From an optimization exercise on the open Yosys and OpenROAD flow, aimed at small area; shortcuts taken in it are not production practice.
At most, simulation tests tie the RTL to the original design; equivalence was not proved.

==> inputs of job 7673 <==
## key_expansion_ctrl
module key_expansion_ctrl #(
    parameter int KEY_W      = 128,
    parameter int NUM_ROUNDS = 10
) (
    input  logic             clk,
    input  logic             n_rst,
    input  logic             start,
    input  logic [KEY_W-1:0] key_in,
    output logic             busy,
    output logic             done,
    input  logic [3:0]       rd_addr,
    output logic [KEY_W-1:0] rd_key
);
    logic         busy_q, done_q;
    logic [3:0]   n_q;               
    logic [1:0]   m_q;               
    logic [127:0] kr_q [0:2];        
    logic [31:0]  a1_q [0:2];        
    logic [31:0]  a2_q [0:2];        
    logic [31:0]  a3_q [0:2];        
    logic [127:0] rd_key_q;
    logic         load;              
    logic         last;              
    logic         stepping;          
    logic         use_step;          
    logic [3:0]   ra;                
    logic [1:0]   rg, rj;            
    logic         valid;
    logic [2:0]   sel;               
    logic [127:0] ke;
    logic [31:0]  x1, x2, x3;
    logic [31:0]  a_o, b_o, c_o, d_o;
  ...
==> module key_expansion_ctrl, before the edit <==
module key_expansion_ctrl #(
    parameter int KEY_W      = 128,
    parameter int NUM_ROUNDS = 10
) (
    input  logic             clk,
    input  logic             n_rst,
    input  logic             start,
    input  logic [KEY_W-1:0] key_in,
    output logic             busy,
    output logic             done,
    input  logic [3:0]       rd_addr,
    output logic [KEY_W-1:0] rd_key
);
    logic         busy_q, done_q;
    logic [3:0]   n_q;               
    logic [1:0]   m_q;               
    logic [127:0] kr_q [0:2];        
    logic [31:0]  a1_q [0:2];        
    logic [31:0]  a2_q [0:2];        
    logic [31:0]  a3_q [0:2];        
    logic [127:0] rd_key_q;
    logic         load;              
    logic         last;              
    logic         stepping;          
    logic         use_step;          
    logic [3:0]   ra;                
    logic [1:0]   rg, rj;            
    logic         valid;
    logic [2:0]   sel;               
    logic [127:0] ke;
    logic [31:0]  x1, x2, x3;
    logic [31:0]  a_o, b_o, c_o, d_o;
    logic [127:0] key_s, step_s;
    logic [3:0]   rc_n;
    assign load     = start & ~busy_q;
    assign last     = done_q & (n_q == 4'd10);
    assign stepping = busy_q | last;
    assign use_step = (busy_q & (n_q != 4'd0)) | (last & (rd_addr == 4'd10));
    assign ra    = busy_q ? 4'd0 : rd_addr;
    assign rg    = ra[3:2];
    assign rj    = ra[1:0];
    assign valid = ~use_step & (ra <= 4'd10);
    always_comb begin
        case ({m_q, rg})
            4'b00_00, 4'b01_01, 4'b10_10: sel = 3'b001;
            4'b01_00, 4'b10_01, 4'b00_10: sel = 3'b010;
            4'b10_00, 4'b00_01, 4'b01_10: sel = 3'b100;
            default:                      sel = 3'b000;
        endcase
        if (!valid)
            sel = 3'b000;
    end
    always_comb begin
        ke = '0;
        x1 = '0;
        x2 = '0;
        x3 = '0;
        for (int i = 0; i < 3; i++) begin
            ke = ke | ({128{sel[i]}} & kr_q[i]);
            x1 = x1 | ({32{sel[i] & (rj != 2'd0)}} & a1_q[i]);
            x2 = x2 | ({32{sel[i] & rj[1]}} & a2_q[i]);
            x3 = x3 | ({32{sel[i] & (rj == 2'd3)}} & a3_q[i]);
        end
    end
    always_comb begin
        case (rj)
            2'd0:    a_o = ke[127:96];
            2'd1:    a_o = x1;
            2'd2:    a_o = x2;
            default: a_o = x3;
        endcase
        b_o = ke[95:64] ^ x1 ^ x2 ^ x3;
        c_o = ke[63:32] ^ ({32{rj[0]}} & b_o) ^ x2;
        d_o = ke[31:0]  ^ ({32{rj[0]}} & c_o) ^ ({32{rj[1]}} & b_o) ^ x3;
        key_s = {a_o, b_o, c_o, d_o};
    end
    assign rc_n = n_q - 4'd1;
    roundKey u_round_key (
        .inputKey       (rd_key_q),
        .count          (rc_n),
        .outputRoundKey (step_s)
    );
    always_ff @(posedge clk or negedge n_rst) begin
        if (!n_rst) begin
            busy_q <= 1'b0;
            done_q <= 1'b0;
        end else if (load) begin
            busy_q <= 1'b1;
            done_q <= 1'b0;
        end else if (busy_q && n_q == 4'd9) begin
            busy_q <= 1'b0;
            done_q <= 1'b1;
        end
    end
    always_ff @(posedge clk) begin
        if (load) begin
            n_q <= 4'd0;
            m_q <= 2'd0;
        end else begin
            m_q <= (m_q == 2'd2) ? 2'd0 : m_q + 2'd1;
            if (n_q < 4'd11)
                n_q <= n_q + 4'd1;
        end
    end
    always_ff @(posedge clk) begin
        kr_q[0] <= load ? key_in : kr_q[2];
        kr_q[1] <= (stepping && (n_q == 4'd4 || n_q == 4'd8)) ? step_s : kr_q[0];
        kr_q[2] <= kr_q[1];
        a1_q[0] <= a1_q[2];
        a1_q[1] <= a1_q[0];
        a1_q[2] <= (stepping && (n_q == 4'd1 || n_q == 4'd5 || n_q == 4'd9))
                   ? step_s[127:96] : a1_q[1];
        a2_q[0] <= (stepping && (n_q == 4'd2 || n_q == 4'd6 || n_q == 4'd10))
                   ? step_s[127:96] : a2_q[2];
        a2_q[1] <= a2_q[0];
        a2_q[2] <= a2_q[1];
        a3_q[0] <= a3_q[2];
        a3_q[1] <= (stepping && (n_q == 4'd3 || n_q == 4'd7))
                   ? step_s[127:96] : a3_q[0];
        a3_q[2] <= a3_q[1];
    end
    always_ff @(posedge clk) begin
        rd_key_q <= key_s | ({128{use_step}} & step_s);
    end
    assign busy   = busy_q;
    assign done   = done_q;
    assign rd_key = rd_key_q;
endmodule
clock: 10.0 ns
lec_check: 0
cap_margin: 10
core_margin: 2
core_utilization: 70
gpl_timing_driven: 0
slew_margin: 10
standard.sh (not shown) runs the stock make flow with config.mk's settings and CLKGATE_MAP_FILE= SYNTH_SCRIPT=/design/flow/synth_recipe.tcl, a recipe that flattens the netlist after the stock synthesis.
==> flow/flow/run.sh <==
#!/bin/bash
# Own layout flow: the standard layout (standard.sh), with these changes:
#  - synthesis maps the logic with an area-oriented ABC script (synth_area.tcl, area.abc);
#    registers are untouched, so their names and cells are the standard synthesis's;
#  - port buffers use the smallest buffer cell;
#  - clock tree synthesis uses smaller clock buffers and no dummy loads.
# make's full output goes to make_flow.log here; ORFS keeps each step's log under orfs/logs.
set -euo pipefail
here=$(pwd)
export FLOW_ABC_SCRIPT=$here/flow/area.abc
export FLOW_STD_SYNTH=$here/synth_recipe.tcl
sed "s#SYNTH_SCRIPT=[^ ]*#SYNTH_SCRIPT=$here/flow/synth_area.tcl#" standard.sh > own_standard.sh
grep -q "SYNTH_SCRIPT=$here/flow/synth_area.tcl" own_standard.sh
bash own_standard.sh \
  "BUFFER_PORTS_ARGS=-buffer_cell sky130_fd_sc_hd__buf_1" \
  "CTS_ARGS=-sink_clustering_enable -repair_clock_nets -dont_use_dummy_load -buf_list sky130_fd_sc_hd__clkbuf_4" \
  finish > make_flow.log 2>&1
==> flow/flow/area.abc <==
&get -n
&st
&dch
&nf -R 1000
&put
==> flow/flow/synth_area.tcl <==
# Synthesis as synth_recipe.tcl (the standard synthesis), with one change: ABC maps the
# combinational logic for area (area.abc) instead of with ORFS's delay-oriented script.
# Registers are not touched by abc, so their names and cells stay those of the standard run.
proc abc {args} {
  set i [lsearch -exact $args -script]
  if { $i >= 0 } {
    lset args [expr { $i + 1 }] $::env(FLOW_ABC_SCRIPT)
  }
  yosys abc {*}$args
}
source $::env(FLOW_STD_SYNTH)
==> job 4881 (differences from job 7673) <==
--- a/flow/design.v
+++ b/flow/design.v
@@ -212,7 +212,8 @@
     logic [127:0] kr_q [0:2];        
     logic [31:0]  a1_q [0:2];        
     logic [31:0]  a2_q [0:2];        
-    logic [31:0]  a3_q [0:2];        
+    logic [31:0]  a3_q [0:1];        
+    logic         h_q;               
     logic [127:0] rd_key_q;
     logic         load;              
     logic         last;              
@@ -254,8 +255,11 @@
             ke = ke | ({128{sel[i]}} & kr_q[i]);
             x1 = x1 | ({32{sel[i] & (rj != 2'd0)}} & a1_q[i]);
             x2 = x2 | ({32{sel[i] & rj[1]}} & a2_q[i]);
-            x3 = x3 | ({32{sel[i] & (rj == 2'd3)}} & a3_q[i]);
         end
+        x3 = ({32{valid & (rj == 2'd3) & (rg == 2'd0) & ~h_q}} & a3_q[0])
+           | ({32{valid & (rj == 2'd3) & (rg == 2'd0) &  h_q}} & a3_q[1])
+           | ({32{valid & (rj == 2'd3) & (rg == 2'd1) &  h_q}} & a3_q[0])
+           | ({32{valid & (rj == 2'd3) & (rg == 2'd1) & ~h_q}} & a3_q[1]);
     end
     always_comb begin
         case (rj)
@@ -291,7 +295,9 @@
         if (load) begin
             n_q <= 4'd0;
             m_q <= 2'd0;
+            h_q <= 1'b0;
         end else begin
+            h_q <= ~h_q;
             m_q <= (m_q == 2'd2) ? 2'd0 : m_q + 2'd1;
             if (n_q < 4'd11)
                 n_q <= n_q + 4'd1;
@@ -309,10 +315,8 @@
                    ? step_s[127:96] : a2_q[2];
         a2_q[1] <= a2_q[0];
         a2_q[2] <= a2_q[1];
-        a3_q[0] <= a3_q[2];
-        a3_q[1] <= (stepping && (n_q == 4'd3 || n_q == 4'd7))
-                   ? step_s[127:96] : a3_q[0];
-        a3_q[2] <= a3_q[1];
+        a3_q[0] <= (stepping && n_q == 4'd3) ? step_s[127:96] : a3_q[1];
+        a3_q[1] <= (stepping && n_q == 4'd7) ? step_s[127:96] : a3_q[0];
     end
     always_ff @(posedge clk) begin
         rd_key_q <= key_s | ({128{use_step}} & step_s);
--- a/flow/flow/run.sh
+++ b/flow/flow/run.sh
@@ -13,5 +13,5 @@
 grep -q "SYNTH_SCRIPT=$here/flow/synth_area.tcl" own_standard.sh
 bash own_standard.sh \
   "BUFFER_PORTS_ARGS=-buffer_cell sky130_fd_sc_hd__buf_1" \
-  "CTS_ARGS=-sink_clustering_enable -repair_clock_nets -dont_use_dummy_load -buf_list sky130_fd_sc_hd__clkbuf_4" \
+  "CTS_ARGS=-sink_clustering_enable -repair_clock_nets -dont_use_dummy_load -buf_list sky130_fd_sc_hd__clkbuf_4 -sink_clustering_size 10 -sink_clustering_max_diameter 30" \
   finish > make_flow.log 2>&1
==> flow/flow/area.abc (replaced) <==
&get -n
&st
&dch
&nf -R 1000 -E 100 -p -C 32 -F 8 -A 4
&put
==> summary.txt <==
Run status: job 4881 no timing/DRC/antenna violations; job 7673 no timing/DRC/antenna violations
Buffers excl. clock: job 4881 352; job 7673 354
Via total after detailed routing: job 4881 24.5k; job 7673 27.0k
Synthesis-to-finish area growth: job 4881 12.6%; job 7673 14.4%
Post-layout instance area: job 4881 0.0343 mm2; job 7673 0.0359 mm2
Register Area: job 4881 0.0156 mm2; job 7673 0.0162 mm2
Most instantiated library cell after synthesis: job 4881 sky130_fd_sc_hd__dfxtp_1; job 7673 sky130_fd_sc_hd__nand2_1
# clk buffers: job 4881 132; job 7673 192
Xor/xnor cell area share of the yosys netlist: job 4881 19.5%; job 7673 18.8%
Skew final: job 4881 0.0846 ns; job 7673 0.0790 ns
Gp weighted congestion: job 4881 0.866; job 7673 0.873

---

==> inputs of build 53 <==
==> flow/design.v <==
package aes_pkg;
    localparam int KEY_W  = 128;
    localparam int NUM_RK = 11;
    function automatic logic [7:0] rcon(input logic [3:0] step);
        logic [7:0] r;
        case (step)
            4'd0:    r = 8'h01;
            4'd1:    r = 8'h02;
            4'd2:    r = 8'h04;
            4'd3:    r = 8'h08;
            4'd4:    r = 8'h10;
            4'd5:    r = 8'h20;
            4'd6:    r = 8'h40;
            4'd7:    r = 8'h80;
            4'd8:    r = 8'h1b;
            4'd9:    r = 8'h36;
            default: r = 8'h00;
        endcase
        rcon = r;
    endfunction
endpackage
module aes_sbox (
    input  logic [7:0] x,
    output logic [7:0] y
);
    logic U0, U1, U2, U3, U4, U5, U6, U7;
    logic T1, T2, T3, T4, T5, T6, T7, T8, T9, T10, T11, T12, T13, T14;
    logic T15, T16, T17, T18, T19, T20, T21, T22, T23, T24, T25, T26, T27;
    logic M1, M2, M3, M4, M5, M6, M7, M8, M9, M10, M11, M12, M13, M14, M15;
    logic M16, M17, M18, M19, M20, M21, M22, M23, M24, M25, M26, M27, M28;
    logic M29, M30, M31, M32, M33, M34, M35, M36, M37, M38, M39, M40, M41;
    logic M42, M43, M44, M45, M46, M47, M48, M49, M50, M51, M52, M53, M54;
    logic M55, M56, M57, M58, M59, M60, M61, M62, M63;
    logic L0, L1, L2, L3, L4, L5, L6, L7, L8, L9, L10, L11, L12, L13, L14;
    logic L15, L16, L17, L18, L19, L20, L21, L22, L23, L24, L25, L26, L27;
    logic L28, L29;
    logic S0, S1, S2, S3, S4, S5, S6, S7;
    always_comb begin
        {U0, U1, U2, U3, U4, U5, U6, U7} = x;
        T1 = U0 ^ U3;
        T2 = U0 ^ U5;
        T3 = U0 ^ U6;
        T4 = U3 ^ U5;
        T5 = U4 ^ U6;
        T6 = T1 ^ T5;
        T7 = U1 ^ U2;
        T8 = U7 ^ T6;
        T9 = U7 ^ T7;
        T10 = T6 ^ T7;
        T11 = U1 ^ U5;
        T12 = U2 ^ U5;
        T13 = T3 ^ T4;
        T14 = T6 ^ T11;
        T15 = T5 ^ T11;
        T16 = T5 ^ T12;
        T17 = T9 ^ T16;
        T18 = U3 ^ U7;
        T19 = T7 ^ T18;
        T20 = T1 ^ T19;
        T21 = U6 ^ U7;
        T22 = T7 ^ T21;
        T23 = T2 ^ T22;
        T24 = T2 ^ T10;
        T25 = T20 ^ T17;
        T26 = T3 ^ T16;
        T27 = T1 ^ T12;
        M1 = T13 & T6;
        M2 = T23 & T8;
        M3 = T14 ^ M1;
        M4 = T19 & U7;
        M5 = M4 ^ M1;
        M6 = T3 & T16;
        M7 = T22 & T9;
        M8 = T26 ^ M6;
        M9 = T20 & T17;
        M10 = M9 ^ M6;
        M11 = T1 & T15;
        M12 = T4 & T27;
        M13 = M12 ^ M11;
        M14 = T2 & T10;
        M15 = M14 ^ M11;
        M16 = M3 ^ M2;
        M17 = M5 ^ T24;
        M18 = M8 ^ M7;
        M19 = M10 ^ M15;
        M20 = M16 ^ M13;
        M21 = M17 ^ M15;
        M22 = M18 ^ M13;
        M23 = M19 ^ T25;
        M24 = M22 ^ M23;
        M25 = M22 & M20;
        M26 = M21 ^ M25;
        M27 = M20 ^ M21;
        M28 = M23 ^ M25;
        M29 = M28 & M27;
        M30 = M26 & M24;
        M31 = M20 & M23;
        M32 = M27 & M31;
        M33 = M27 ^ M25;
        M34 = M21 & M22;
        M35 = M24 & M34;
        M36 = M24 ^ M25;
        M37 = M21 ^ M29;
        M38 = M32 ^ M33;
        M39 = M23 ^ M30;
        M40 = M35 ^ M36;
        M41 = M38 ^ M40;
        M42 = M37 ^ M39;
        M43 = M37 ^ M38;
        M44 = M39 ^ M40;
        M45 = M42 ^ M41;
        M46 = M44 & T6;
        M47 = M40 & T8;
        M48 = M39 & U7;
        M49 = M43 & T16;
        M50 = M38 & T9;
        M51 = M37 & T17;
        M52 = M42 & T15;
        M53 = M45 & T27;
        M54 = M41 & T10;
        M55 = M44 & T13;
        M56 = M40 & T23;
        M57 = M39 & T19;
        M58 = M43 & T3;
        M59 = M38 & T22;
        M60 = M37 & T20;
        M61 = M42 & T1;
        M62 = M45 & T4;
        M63 = M41 & T2;
        L0 = M61 ^ M62;
        L1 = M50 ^ M56;
        L2 = M46 ^ M48;
        L3 = M47 ^ M55;
        L4 = M54 ^ M58;
        L5 = M49 ^ M61;
        L6 = M62 ^ L5;
        L7 = M46 ^ L3;
        L8 = M51 ^ M59;
        L9 = M52 ^ M53;
        L10 = M53 ^ L4;
        L11 = M60 ^ L2;
        L12 = M48 ^ M51;
        L13 = M50 ^ L0;
        L14 = M52 ^ M61;
        L15 = M55 ^ L1;
        L16 = M56 ^ L0;
        L17 = M57 ^ L1;
        L18 = M58 ^ L8;
        L19 = M63 ^ L4;
        L20 = L0 ^ L1;
        L21 = L1 ^ L7;
        L22 = L3 ^ L12;
        L23 = L18 ^ L2;
        L24 = L15 ^ L9;
        L25 = L6 ^ L10;
        L26 = L7 ^ L9;
        L27 = L8 ^ L10;
        L28 = L11 ^ L14;
        L29 = L11 ^ L17;
        S0 = L6 ^ L24;
        S1 = ~(L16 ^ L26);
        S2 = ~(L19 ^ L28);
        S3 = L6 ^ L21;
        S4 = L20 ^ L22;
        S5 = L25 ^ L29;
        S6 = ~(L13 ^ L27);
        S7 = ~(L6 ^ L23);
        y = {S0, S1, S2, S3, S4, S5, S6, S7};
    end
endmodule
module roundKey (
    input  logic [aes_pkg::KEY_W-1:0] inputKey,
    input  logic [3:0]                count,
    output logic [aes_pkg::KEY_W-1:0] outputRoundKey
);
    logic [31:0] w0_s, w1_s, w2_s, w3_s;
    logic [31:0] sub_s, temp_s;
    logic [31:0] n0_s, n1_s, n2_s, n3_s;
    assign w0_s = inputKey[127:96];
    assign w1_s = inputKey[95:64];
    assign w2_s = inputKey[63:32];
    assign w3_s = inputKey[31:0];
    aes_sbox u_sb3 (.x(w3_s[23:16]), .y(sub_s[31:24]));
    aes_sbox u_sb2 (.x(w3_s[15:8]),  .y(sub_s[23:16]));
    aes_sbox u_sb1 (.x(w3_s[7:0]),   .y(sub_s[15:8]));
    aes_sbox u_sb0 (.x(w3_s[31:24]), .y(sub_s[7:0]));
    always_comb begin
        temp_s = sub_s ^ {aes_pkg::rcon(count), 24'h000000};
        n0_s   = w0_s ^ temp_s;
        n1_s   = w1_s ^ n0_s;
        n2_s   = w2_s ^ n1_s;
        n3_s   = w3_s ^ n2_s;
        outputRoundKey = {n0_s, n1_s, n2_s, n3_s};
    end
endmodule
module key_expansion_ctrl #(
    parameter int KEY_W      = 128,
    parameter int NUM_ROUNDS = 10
) (
    input  logic             clk,
    input  logic             n_rst,
    input  logic             start,
    input  logic [KEY_W-1:0] key_in,
    output logic             busy,
    output logic             done,
    input  logic [3:0]       rd_addr,
    output logic [KEY_W-1:0] rd_key
);
    logic         busy_q, done_q;
    logic [3:0]   n_q;               
    logic [1:0]   m_q;               
    logic [127:0] kr_q [0:2];        
    logic [31:0]  a1_q [0:2];        
    logic [31:0]  a2_q [0:2];        
    logic [31:0]  a3_q [0:2];        
    logic [127:0] rd_key_q;
    logic         load;              
    logic         last;              
    logic         stepping;          
    logic         use_step;          
    logic [3:0]   ra;                
    logic [1:0]   rg, rj;            
    logic         valid;
    logic [2:0]   sel;               
    logic [127:0] ke;
    logic [31:0]  x1, x2, x3;
    logic [31:0]  a_o, b_o, c_o, d_o;
    logic [127:0] key_s, step_s;
    logic [3:0]   rc_n;
    assign load     = start & ~busy_q;
    assign last     = done_q & (n_q == 4'd10);
    assign stepping = busy_q | last;
    assign use_step = (busy_q & (n_q != 4'd0)) | (last & (rd_addr == 4'd10));
    assign ra    = busy_q ? 4'd0 : rd_addr;
    assign rg    = ra[3:2];
    assign rj    = ra[1:0];
    assign valid = ~use_step & (ra <= 4'd10);
    always_comb begin
        case ({m_q, rg})
            4'b00_00, 4'b01_01, 4'b10_10: sel = 3'b001;
            4'b01_00, 4'b10_01, 4'b00_10: sel = 3'b010;
            4'b10_00, 4'b00_01, 4'b01_10: sel = 3'b100;
            default:                      sel = 3'b000;
        endcase
        if (!valid)
            sel = 3'b000;
    end
    always_comb begin
        ke = '0;
        x1 = '0;
        x2 = '0;
        x3 = '0;
        for (int i = 0; i < 3; i++) begin
            ke = ke | ({128{sel[i]}} & kr_q[i]);
            x1 = x1 | ({32{sel[i] & (rj != 2'd0)}} & a1_q[i]);
            x2 = x2 | ({32{sel[i] & rj[1]}} & a2_q[i]);
            x3 = x3 | ({32{sel[i] & (rj == 2'd3)}} & a3_q[i]);
        end
    end
    always_comb begin
        case (rj)
            2'd0:    a_o = ke[127:96];
            2'd1:    a_o = x1;
            2'd2:    a_o = x2;
            default: a_o = x3;
        endcase
        b_o = ke[95:64] ^ x1 ^ x2 ^ x3;
        c_o = ke[63:32] ^ ({32{rj[0]}} & b_o) ^ x2;
        d_o = ke[31:0]  ^ ({32{rj[0]}} & c_o) ^ ({32{rj[1]}} & b_o) ^ x3;
        key_s = {a_o, b_o, c_o, d_o};
    end
    assign rc_n = n_q - 4'd1;
    roundKey u_round_key (
        .inputKey       (rd_key_q),
        .count          (rc_n),
        .outputRoundKey (step_s)
    );
    always_ff @(posedge clk or negedge n_rst) begin
        if (!n_rst) begin
            busy_q <= 1'b0;
            done_q <= 1'b0;
        end else if (load) begin
            busy_q <= 1'b1;
            done_q <= 1'b0;
        end else if (busy_q && n_q == 4'd9) begin
            busy_q <= 1'b0;
            done_q <= 1'b1;
        end
    end
    always_ff @(posedge clk) begin
        if (load) begin
            n_q <= 4'd0;
            m_q <= 2'd0;
        end else begin
            m_q <= (m_q == 2'd2) ? 2'd0 : m_q + 2'd1;
            if (n_q < 4'd11)
                n_q <= n_q + 4'd1;
        end
    end
    always_ff @(posedge clk) begin
        kr_q[0] <= load ? key_in : kr_q[2];
        kr_q[1] <= (stepping && (n_q == 4'd4 || n_q == 4'd8)) ? step_s : kr_q[0];
        kr_q[2] <= kr_q[1];
        a1_q[0] <= a1_q[2];
        a1_q[1] <= a1_q[0];
        a1_q[2] <= (stepping && (n_q == 4'd1 || n_q == 4'd5 || n_q == 4'd9))
                   ? step_s[127:96] : a1_q[1];
        a2_q[0] <= (stepping && (n_q == 4'd2 || n_q == 4'd6 || n_q == 4'd10))
                   ? step_s[127:96] : a2_q[2];
        a2_q[1] <= a2_q[0];
        a2_q[2] <= a2_q[1];
        a3_q[0] <= a3_q[2];
        a3_q[1] <= (stepping && (n_q == 4'd3 || n_q == 4'd7))
                   ? step_s[127:96] : a3_q[0];
        a3_q[2] <= a3_q[1];
    end
    always_ff @(posedge clk) begin
        rd_key_q <= key_s | ({128{use_step}} & step_s);
    end
    assign busy   = busy_q;
    assign done   = done_q;
    assign rd_key = rd_key_q;
endmodule
==> flow/flow/run.sh <==
#!/bin/bash
# Own layout flow: the standard layout (standard.sh), with these changes:
#  - synthesis maps the logic with an area-oriented ABC script (synth_area.tcl, area.abc);
#    registers are untouched, so their names and cells are the standard synthesis's;
#  - port buffers use the smallest buffer cell;
#  - clock tree synthesis uses smaller clock buffers and no dummy loads.
# make's full output goes to make_flow.log here; ORFS keeps each step's log under orfs/logs.
set -euo pipefail
here=$(pwd)
export FLOW_ABC_SCRIPT=$here/flow/area.abc
export FLOW_STD_SYNTH=$here/synth_recipe.tcl
sed "s#SYNTH_SCRIPT=[^ ]*#SYNTH_SCRIPT=$here/flow/synth_area.tcl#" standard.sh > own_standard.sh
grep -q "SYNTH_SCRIPT=$here/flow/synth_area.tcl" own_standard.sh
bash own_standard.sh \
  "BUFFER_PORTS_ARGS=-buffer_cell sky130_fd_sc_hd__buf_1" \
  "CTS_ARGS=-sink_clustering_enable -repair_clock_nets -dont_use_dummy_load -buf_list sky130_fd_sc_hd__clkbuf_8" \
  finish > make_flow.log 2>&1
==> flow/flow/area.abc <==
&get -n
&st
&dch
&nf -R 1000
&put
==> flow/flow/synth_area.tcl <==
# Synthesis as synth_recipe.tcl (the standard synthesis), with one change: ABC maps the
# combinational logic for area (area.abc) instead of with ORFS's delay-oriented script.
# Registers are not touched by abc, so their names and cells stay those of the standard run.
proc abc {args} {
  set i [lsearch -exact $args -script]
  if { $i >= 0 } {
    lset args [expr { $i + 1 }] $::env(FLOW_ABC_SCRIPT)
  }
  yosys abc {*}$args
}
source $::env(FLOW_STD_SYNTH)
==> flow/standard.sh <==
#!/bin/bash
# synth_recipe.tcl (not shown) runs the flow's synth.tcl, then flattens the netlist and writes it again
# the make line also repeats each setting of config.mk as NAME=value (left out here)
make -C /OpenROAD-flow-scripts/flow DESIGN_CONFIG=/design/flow/config.mk WORK_HOME=/design/flow/orfs CLKGATE_MAP_FILE= SYNTH_SCRIPT=/design/flow/synth_recipe.tcl "${@:-finish}"
==> flow/config.mk <==
export PLATFORM = sky130hd
export DESIGN_NAME = key_expansion_ctrl
export DESIGN_NICKNAME = key_expansion_ctrl
export VERILOG_FILES = /design/flow/design.v
export SDC_FILE = /design/flow/constraint.sdc
export NUM_CORES = 4
export LEC_CHECK = 0
export CAP_MARGIN = 20
export CORE_MARGIN = 2
export CORE_UTILIZATION = 60
export GPL_TIMING_DRIVEN = 0
export SLEW_MARGIN = 20
==> flow/constraint.sdc <==
create_clock -name core_clock -period 10.0 [get_ports {clk}]
set_input_delay 2.0000 -clock core_clock [delete_from_list [all_inputs] [get_ports {clk}]]
set_output_delay 2.0000 -clock core_clock [all_outputs]
set_load 0.01 [all_outputs]
==> trial 8: changes against build 53 <==
--- a/flow/design.v
+++ b/flow/design.v
@@ -212,7 +212,8 @@
     logic [127:0] kr_q [0:2];        
     logic [31:0]  a1_q [0:2];        
     logic [31:0]  a2_q [0:2];        
-    logic [31:0]  a3_q [0:2];        
+    logic [31:0]  a3_q [0:1];        
+    logic         h_q;               
     logic [127:0] rd_key_q;
     logic         load;              
     logic         last;              
@@ -254,8 +255,11 @@
             ke = ke | ({128{sel[i]}} & kr_q[i]);
             x1 = x1 | ({32{sel[i] & (rj != 2'd0)}} & a1_q[i]);
             x2 = x2 | ({32{sel[i] & rj[1]}} & a2_q[i]);
-            x3 = x3 | ({32{sel[i] & (rj == 2'd3)}} & a3_q[i]);
         end
+        x3 = ({32{valid & (rj == 2'd3) & (rg == 2'd0) & ~h_q}} & a3_q[0])
+           | ({32{valid & (rj == 2'd3) & (rg == 2'd0) &  h_q}} & a3_q[1])
+           | ({32{valid & (rj == 2'd3) & (rg == 2'd1) &  h_q}} & a3_q[0])
+           | ({32{valid & (rj == 2'd3) & (rg == 2'd1) & ~h_q}} & a3_q[1]);
     end
     always_comb begin
         case (rj)
@@ -291,7 +295,9 @@
         if (load) begin
             n_q <= 4'd0;
             m_q <= 2'd0;
+            h_q <= 1'b0;
         end else begin
+            h_q <= ~h_q;
             m_q <= (m_q == 2'd2) ? 2'd0 : m_q + 2'd1;
             if (n_q < 4'd11)
                 n_q <= n_q + 4'd1;
@@ -309,10 +315,8 @@
                    ? step_s[127:96] : a2_q[2];
         a2_q[1] <= a2_q[0];
         a2_q[2] <= a2_q[1];
-        a3_q[0] <= a3_q[2];
-        a3_q[1] <= (stepping && (n_q == 4'd3 || n_q == 4'd7))
-                   ? step_s[127:96] : a3_q[0];
-        a3_q[2] <= a3_q[1];
+        a3_q[0] <= (stepping && n_q == 4'd3) ? step_s[127:96] : a3_q[1];
+        a3_q[1] <= (stepping && n_q == 4'd7) ? step_s[127:96] : a3_q[0];
     end
     always_ff @(posedge clk) begin
         rd_key_q <= key_s | ({128{use_step}} & step_s);
--- a/flow/flow/run.sh
+++ b/flow/flow/run.sh
@@ -13,5 +13,5 @@
 grep -q "SYNTH_SCRIPT=$here/flow/synth_area.tcl" own_standard.sh
 bash own_standard.sh \
   "BUFFER_PORTS_ARGS=-buffer_cell sky130_fd_sc_hd__buf_1" \
-  "CTS_ARGS=-sink_clustering_enable -repair_clock_nets -dont_use_dummy_load -buf_list sky130_fd_sc_hd__clkbuf_8" \
+  "CTS_ARGS=-sink_clustering_enable -repair_clock_nets -dont_use_dummy_load -buf_list sky130_fd_sc_hd__clkbuf_4 -sink_clustering_size 10 -sink_clustering_max_diameter 30" \
   finish > make_flow.log 2>&1
==> flow/flow/area.abc (replaced) <==
&get -n
&st
&deepsyn -T 60
&dch
&nf -R 1000 -E 100 -p -C 32 -F 8 -A 4
&put
Settings changed: CAP_MARGIN 20 to 10, CORE_UTILIZATION 60 to 70, SLEW_MARGIN 20 to 10.
==> trial 25: changes against build 53 <==
--- a/flow/design.v
+++ b/flow/design.v
@@ -209,64 +209,67 @@
     logic         busy_q, done_q;
     logic [3:0]   n_q;               
     logic [1:0]   m_q;               
-    logic [127:0] kr_q [0:2];        
-    logic [31:0]  a1_q [0:2];        
-    logic [31:0]  a2_q [0:2];        
-    logic [31:0]  a3_q [0:2];        
+    logic [127:0] kr_q [0:3];        
+    logic [31:0]  a1_q [0:3];        
+    logic [31:0]  a2_q [0:3];        
     logic [127:0] rd_key_q;
     logic         load;              
     logic         last;              
     logic         stepping;          
-    logic         use_step;          
     logic [3:0]   ra;                
     logic [1:0]   rg, rj;            
     logic         valid;
-    logic [2:0]   sel;               
+    logic [1:0]   p;                 
+    logic [3:0]   sel_k, sel_a1, sel_a2;
     logic [127:0] ke;
-    logic [31:0]  x1, x2, x3;
+    logic [31:0]  x1, x2;
     logic [31:0]  a_o, b_o, c_o, d_o;
     logic [127:0] key_s, step_s;
     logic [3:0]   rc_n;
     assign load     = start & ~busy_q;
     assign last     = done_q & (n_q == 4'd10);
     assign stepping = busy_q | last;
-    assign use_step = (busy_q & (n_q != 4'd0)) | (last & (rd_addr == 4'd10));
-    assign ra    = busy_q ? 4'd0 : rd_addr;
-    assign rg    = ra[3:2];
-    assign rj    = ra[1:0];
-    assign valid = ~use_step & (ra <= 4'd10);
+    assign ra = busy_q ? 4'd0 : rd_addr;
     always_comb begin
-        case ({m_q, rg})
-            4'b00_00, 4'b01_01, 4'b10_10: sel = 3'b001;
-            4'b01_00, 4'b10_01, 4'b00_10: sel = 3'b010;
-            4'b10_00, 4'b00_01, 4'b01_10: sel = 3'b100;
-            default:                      sel = 3'b000;
+        case (ra)
+            4'd0:    begin rg = 2'd0; rj = 2'd0; end
+            4'd1:    begin rg = 2'd0; rj = 2'd1; end
+            4'd2:    begin rg = 2'd0; rj = 2'd2; end
+            4'd3:    begin rg = 2'd1; rj = 2'd0; end
+            4'd4:    begin rg = 2'd1; rj = 2'd1; end
+            4'd5:    begin rg = 2'd1; rj = 2'd2; end
+            4'd6:    begin rg = 2'd2; rj = 2'd0; end
+            4'd7:    begin rg = 2'd2; rj = 2'd1; end
+            4'd8:    begin rg = 2'd2; rj = 2'd2; end
+            4'd9:    begin rg = 2'd3; rj = 2'd0; end
+            4'd10:   begin rg = 2'd3; rj = 2'd1; end
+            default: begin rg = 2'd3; rj = 2'd2; end
         endcase
-        if (!valid)
-            sel = 3'b000;
+        valid = (ra <= 4'd10);
+        p     = m_q + rg;
+    end
+    always_comb begin
+        for (int i = 0; i < 4; i++) begin
+            sel_k[i]  = valid && (p == 2'(i));
+            sel_a1[i] = valid && (rj != 2'd0) && (p == 2'(i + 1));
+            sel_a2[i] = valid && (rj == 2'd2) && (p == 2'(i + 2));
+        end
     end
     always_comb begin
         ke = '0;
         x1 = '0;
         x2 = '0;
-        x3 = '0;
-        for (int i = 0; i < 3; i++) begin
-            ke = ke | ({128{sel[i]}} & kr_q[i]);
-            x1 = x1 | ({32{sel[i] & (rj != 2'd0)}} & a1_q[i]);
-            x2 = x2 | ({32{sel[i] & rj[1]}} & a2_q[i]);
-            x3 = x3 | ({32{sel[i] & (rj == 2'd3)}} & a3_q[i]);
+        for (int i = 0; i < 4; i++) begin
+            ke = ke | ({128{sel_k[i]}} & kr_q[i]);
+            x1 = x1 | ({32{sel_a1[i]}} & a1_q[i]);
+            x2 = x2 | ({32{sel_a2[i]}} & a2_q[i]);
         end
     end
     always_comb begin
-        case (rj)
-            2'd0:    a_o = ke[127:96];
-            2'd1:    a_o = x1;
-            2'd2:    a_o = x2;
-            default: a_o = x3;
-        endcase
-        b_o = ke[95:64] ^ x1 ^ x2 ^ x3;
-        c_o = ke[63:32] ^ ({32{rj[0]}} & b_o) ^ x2;
-        d_o = ke[31:0]  ^ ({32{rj[0]}} & c_o) ^ ({32{rj[1]}} & b_o) ^ x3;
+        a_o = (rj == 2'd0) ? ke[127:96] : ((rj == 2'd1) ? x1 : x2);
+        b_o = ke[95:64] ^ x1 ^ x2;
+        c_o = ke[63:32] ^ ((rj == 2'd1) ? b_o : x2);
+        d_o = ke[31:0]  ^ ((rj == 2'd1) ? c_o : ((rj == 2'd2) ? b_o : 32'h0));
         key_s = {a_o, b_o, c_o, d_o};
     end
     assign rc_n = n_q - 4'd1;
@@ -292,30 +295,33 @@
             n_q <= 4'd0;
             m_q <= 2'd0;
         end else begin
-            m_q <= (m_q == 2'd2) ? 2'd0 : m_q + 2'd1;
+            m_q <= m_q + 2'd1;
             if (n_q < 4'd11)
                 n_q <= n_q + 4'd1;
         end
     end
     always_ff @(posedge clk) begin
-        kr_q[0] <= load ? key_in : kr_q[2];
-        kr_q[1] <= (stepping && (n_q == 4'd4 || n_q == 4'd8)) ? step_s : kr_q[0];
+        kr_q[0] <= load ? key_in : kr_q[3];
+        kr_q[1] <= (stepping && (n_q == 4'd3 || n_q == 4'd6 || n_q == 4'd9))
+                   ? step_s : kr_q[0];
         kr_q[2] <= kr_q[1];
-        a1_q[0] <= a1_q[2];
-        a1_q[1] <= a1_q[0];
-        a1_q[2] <= (stepping && (n_q == 4'd1 || n_q == 4'd5 || n_q == 4'd9))
-                   ? step_s[127:96] : a1_q[1];
-        a2_q[0] <= (stepping && (n_q == 4'd2 || n_q == 4'd6 || n_q == 4'd10))
-                   ? step_s[127:96] : a2_q[2];
-        a2_q[1] <= a2_q[0];
+        kr_q[3] <= kr_q[2];
+        a1_q[0] <= a1_q[3];
+        a1_q[1] <= (stepping && (n_q == 4'd1 || n_q == 4'd4 || n_q == 4'd7 || n_q == 4'd10))
+                   ? step_s[127:96] : a1_q[0];
+        a1_q[2] <= a1_q[1];
+        a1_q[3] <= a1_q[2];
+        a2_q[0] <= a2_q[3];
+        a2_q[1] <= (stepping && (n_q == 4'd2 || n_q == 4'd5 || n_q == 4'd8))
+                   ? step_s[127:96] : a2_q[0];
         a2_q[2] <= a2_q[1];
-        a3_q[0] <= a3_q[2];
-        a3_q[1] <= (stepping && (n_q == 4'd3 || n_q == 4'd7))
-                   ? step_s[127:96] : a3_q[0];
-        a3_q[2] <= a3_q[1];
+        a2_q[3] <= a2_q[2];
     end
     always_ff @(posedge clk) begin
-        rd_key_q <= key_s | ({128{use_step}} & step_s);
+        if ((busy_q && n_q != 4'd0) || (last && rd_addr == 4'd10))
+            rd_key_q <= step_s;
+        else
+            rd_key_q <= key_s;
     end
     assign busy   = busy_q;
     assign done   = done_q;
==> flow/flow/run.sh (replaced) <==
#!/bin/bash
# Own layout flow: the standard layout, except that synthesis maps the logic with an
# area-oriented ABC script (see synth_area.tcl). Each tool's output goes to its own log here.
set -euo pipefail
here=$(pwd)
export FLOW_ABC_SCRIPT=$here/flow/area.abc
export FLOW_STD_SYNTH=$here/synth_recipe.tcl
sed "s#SYNTH_SCRIPT=[^ ]*#SYNTH_SCRIPT=$here/flow/synth_area.tcl#" standard.sh > own_standard.sh
grep -q "SYNTH_SCRIPT=$here/flow/synth_area.tcl" own_standard.sh
bash own_standard.sh > make_flow.log 2>&1
Settings changed: CORE_UTILIZATION 60 to 40, GPL_TIMING_DRIVEN 0 to not set.
==> impl_results.md <==
- Outcome: no timing/DRC/antenna violations
- Post-Synth Simple-Gate Area: approximately 7.5%
- Synthesized instance count: 2881
- Row count: between 70 and 80
- Critical path depth: 21
- Critical setup path kind: flip-flop to flip-flop
the above is filed under trial 8

==> impl_results.md <==
- Post-Synth Simple-Gate Area: about 14%
- Critical path depth: 21
- Synthesized instance count: around 3400
- Outcome: no timing/DRC/antenna violations
- Critical setup path kind: flip-flop to flip-flop
- Row count: between 80 and 90
the above is filed under build 53

==> impl_results.md <==
- Post-Synth Simple-Gate Area: 9.96%
- Row count: around 110
- Critical setup path kind: primary input to flip-flop
- Critical path depth: 23
- Outcome: no timing/DRC/antenna violations
- Synthesized instance count: ~3200
the above is filed under trial 25

No functional check of the RTL was part of trial 25.

==> separate check: timing with driven ports <==
How much do the figures lean on ideal ports? The routed layouts below were timed once more, with nothing changed but the port constraints. Step 1 assumes that a clkbuf_16 drives the clock port and a buf_2 every other input. Step 2 moves the port delays by t, midway between the first and last clock arrival at a register: inputs arrive t later, outputs are due t later. That takes back most of the time a late clock gives input paths. a / b / c = no drivers / after step 1 / after step 2; a / b = the first two.
run	shift t [ns]	setup WS [ns]	hold WS [ns]
job 7673	1.034	3.152 / 3.152 / 2.176	0.303 / 0.303 / 0.303
job 4881	1.020	2.434 / 2.460 / 1.440	0.281 / 0.281 / 0.281
build 53	0.827	2.976 / 2.976 / 2.685	0.320 / 0.320 / 0.320
trial 8	1.056	3.355 / 3.355 / 2.496	0.282 / 0.282 / 0.282
trial 25	0.694	2.924 / 2.960 / 2.266	0.331 / 0.331 / 0.331
After both steps every run listed still meets setup and hold. For job 4881, which loses most, drivers alone change the setup slack by +0.026 ns; drivers and shift together by -0.994 ns.
